This is an optimization exercise on Yosys and OpenROAD, whose aim is small area, a short achievable clock period and few clock cycles, not a production implementation.
Power is estimated from default activity; no workload was simulated.

Design source_text_tokenizer_top, start of the top module:
module source_text_tokenizer_top (
  input  logic        clk_i,
  input  logic        rst_ni,
  input  logic        in_valid,
  output logic        in_ready,
  input  logic [7:0]  in_text_byte,
  input  logic        in_end_of_text,
  output logic        out_valid,
  input  logic        out_ready,
  output logic [5:0]  out_kind,
  output logic [23:0] out_start_offset,
  output logic [15:0] out_token_length,
  output logic [15:0] out_token_line,
  output logic [15:0] out_token_col,
  output logic [7:0]  out_string_byte,
  output logic        out_last
);
  logic       hv_q, sv_q;
  logic [7:0] hb_q, sb_q;
  logic       he_q, se_q;
  logic       take, go, done;
  assign in_ready = !sv_q;
  assign take = in_valid && !sv_q;
  assign go = hv_q && (!out_valid || out_ready);
  stt_core u_core (
    .clk_i, .rst_ni, .go_i(go), .out_ready_i(out_ready),
    .text_byte_i(hb_q), .end_of_text_i(he_q), .done_o(done),
    .out_valid_o(out_valid), .out_kind_o(out_kind), .out_off_o(out_start_offset),
    .out_len_o(out_token_length), .out_line_o(out_token_line), .out_col_o(out_token_col),
    .out_sb_o(out_string_byte), .out_last_o(out_last)
  );
  always_ff @(posedge clk_i or negedge rst_ni) begin
    if (!rst_ni) begin
      hv_q <= 1'b0; sv_q <= 1'b0;
    end else begin
      if (!hv_q || (go && done)) begin
        hv_q <= sv_q || take;
        sv_q <= sv_q && take;
      end else begin
        sv_q <= sv_q || take;
      end
    end
  end
  always_ff @(posedge clk_i) begin
    if (!hv_q || (go && done)) begin
      if (sv_q) begin
        hb_q <= sb_q; he_q <= se_q;
      end else if (take) begin
        hb_q <= in_text_byte; he_q <= in_end_of_text;
      end
    end
    if (take) begin
      sb_q <= in_text_byte; se_q <= in_end_of_text;
    end
  end
endmodule
export LEC_CHECK = 0
export CAP_MARGIN = 20
export CORE_MARGIN = 2
export CORE_UTILIZATION = 60
export PLACE_DENSITY = 0.7
export SLEW_MARGIN = 20
create_clock -name core_clock -period 9.0 [get_ports {clk_i}]
standard.sh (not shown) runs the stock make flow with config.mk's settings and CLKGATE_MAP_FILE= SYNTH_SCRIPT=/design/flow/synth_recipe.tcl, a recipe that flattens the netlist after the stock synthesis.
==> flow/flow/run.sh <==
#!/bin/bash
set -euo pipefail
export BUFFER_PORTS_ARGS="-buffer_cell sky130_fd_sc_hd__buf_1"
export CTS_ARGS="-sink_clustering_enable -repair_clock_nets -dont_use_dummy_load -buf_list sky130_fd_sc_hd__clkbuf_8 -sink_buffer_max_cap_derate 0.6"
export SETUP_SLACK_MARGIN=5.5
bash standard.sh > standard_flow.log 2>&1
Next try:
--- a/flow/design.v
+++ b/flow/design.v
@@ -80,52 +80,20 @@
       0, 7, 8, 15:            l = 3;
       1, 4, 6, 14, 16, 17:    l = 5;
       2, 9, 10:               l = 2;
       3, 5, 11, 12:           l = 4;
       13, 18:                 l = 6;
       19:                     l = 8;
       default:                l = 0;
     endcase
     kw_len = l;
   endfunction
-  function automatic logic [23:0] sat_inc24(input logic [23:0] x, input logic en);
-    logic [5:0] g;
-    logic [23:0] r;
-    logic bc, c;
-    for (int k = 0; k < 6; k++) g[k] = &x[4*k +: 4];
-    bc = en && !(&g);
-    for (int k = 0; k < 6; k++) begin
-      c = bc;
-      for (int j = 0; j < 4; j++) begin
-        r[4*k+j] = x[4*k+j] ^ c;
-        c = c & x[4*k+j];
-      end
-      bc = bc & g[k];
-    end
-    sat_inc24 = r;
-  endfunction
-  function automatic logic [15:0] sat_inc16(input logic [15:0] x, input logic en);
-    logic [3:0] g;
-    logic [15:0] r;
-    logic bc, c;
-    for (int k = 0; k < 4; k++) g[k] = &x[4*k +: 4];
-    bc = en && !(&g);
-    for (int k = 0; k < 4; k++) begin
-      c = bc;
-      for (int j = 0; j < 4; j++) begin
-        r[4*k+j] = x[4*k+j] ^ c;
-        c = c & x[4*k+j];
-      end
-      bc = bc & g[k];
-    end
-    sat_inc16 = r;
-  endfunction
 endpackage
 module stt_kw_match (
   input  logic [7:0]  c_i,        
   input  logic [15:0] len_i,      
   input  logic        open_i,     
   input  logic [stt_pkg::NumKw-1:0] mask_i,
   output logic [stt_pkg::NumKw-1:0] mask_o,
   output logic [5:0]  kind_o      
 );
   logic short_len;
@@ -232,23 +200,30 @@
       ";":     single_kind = stt_pkg::KSemi;
       ",":     single_kind = stt_pkg::KComma;
       ".":     single_kind = stt_pkg::KDot;
       "+":     single_kind = stt_pkg::KPlus;
       "-":     single_kind = stt_pkg::KMinus;
       "*":     single_kind = stt_pkg::KStar;
       default: begin single_kind = stt_pkg::KBadChar; is_single = 1'b0; end
     endcase
   end
   assign len_inc = (len_q != stt_pkg::LenMax) ? len_q + 16'd1 : len_q;
-  assign cur_off  = stt_pkg::sat_inc24(off_q, adv_q);
-  assign cur_line = stt_pkg::sat_inc16(line_q, adv_q && lastlf_q);
-  assign cur_col  = (adv_q && lastlf_q) ? 16'd1 : stt_pkg::sat_inc16(col_q, adv_q);
+  always_comb begin
+    logic c;
+    c = adv_q && off_q != stt_pkg::OffMax;
+    for (int i = 0; i < 24; i++) begin cur_off[i] = off_q[i] ^ c; c = c & off_q[i]; end
+    c = adv_q && lastlf_q && line_q != stt_pkg::PosMax;
+    for (int i = 0; i < 16; i++) begin cur_line[i] = line_q[i] ^ c; c = c & line_q[i]; end
+    c = adv_q && col_q != stt_pkg::PosMax;
+    for (int i = 0; i < 16; i++) begin cur_col[i] = col_q[i] ^ c; c = c & col_q[i]; end
+    if (adv_q && lastlf_q) cur_col = 16'd1;
+  end
   stt_kw_match u_kw (
     .c_i(c), .len_i(len_q), .open_i(kw_open), .mask_i(kwm_q), .mask_o(kwm_d), .kind_o(kw_kind)
   );
   always_comb begin
     fall_res = 1'b1;
     fall_kind = single_kind;
     fall_len = 2'd1;
     if (eot) begin
       fall_kind = stt_pkg::KEnd; fall_len = 2'd0;
     end else if (is_blank || is_open || is_hold) begin
=>
- clock power rises by a few percent
- sequential power rises by about a fifth
- routed wire length grows by a little under a tenth
- power goes up by a quarter to a third
- non-clock buffer count rises by 111
- via count climbs by a few percent
No functional check of the RTL was part of any run of this note.

re-timing with driven ports:
Ports are ideal in the flow. The routed layouts listed here were re-timed in OpenROAD.
Step 1, drivers: a clkbuf_16 drives clk_i and a buf_2 each remaining input, both assumed.
Step 2 times the ports against the registers' clock, not the clock port: input delays grow and output delays shrink by t, the midpoint of the rising clock arrivals with the driver on.
Slacks: ideal ports / drivers / drivers and shift; pairs: ideal ports / drivers.
| run | shift t [ns] | slack for setup (ns) | latest minus earliest clock arrival (ns) | worst register clock-pin slew, ns | cell pins on the clock port's net |
|---|---|---|---|---|---|
| the first run | 0.504 | 5.527 / 5.509 / 5.005 | 0.046 / 0.047 | 0.12 / 0.12 | 1 |
| the second run | 0.510 | 3.622 / 3.622 / 3.622 | 0.053 / 0.053 | 0.12 / 0.12 | 1 |
After both steps setup and hold are still met in every run listed. The setup slack of the first run, which loses most, moves by -0.018 ns with the drivers and by -0.522 ns with both steps.
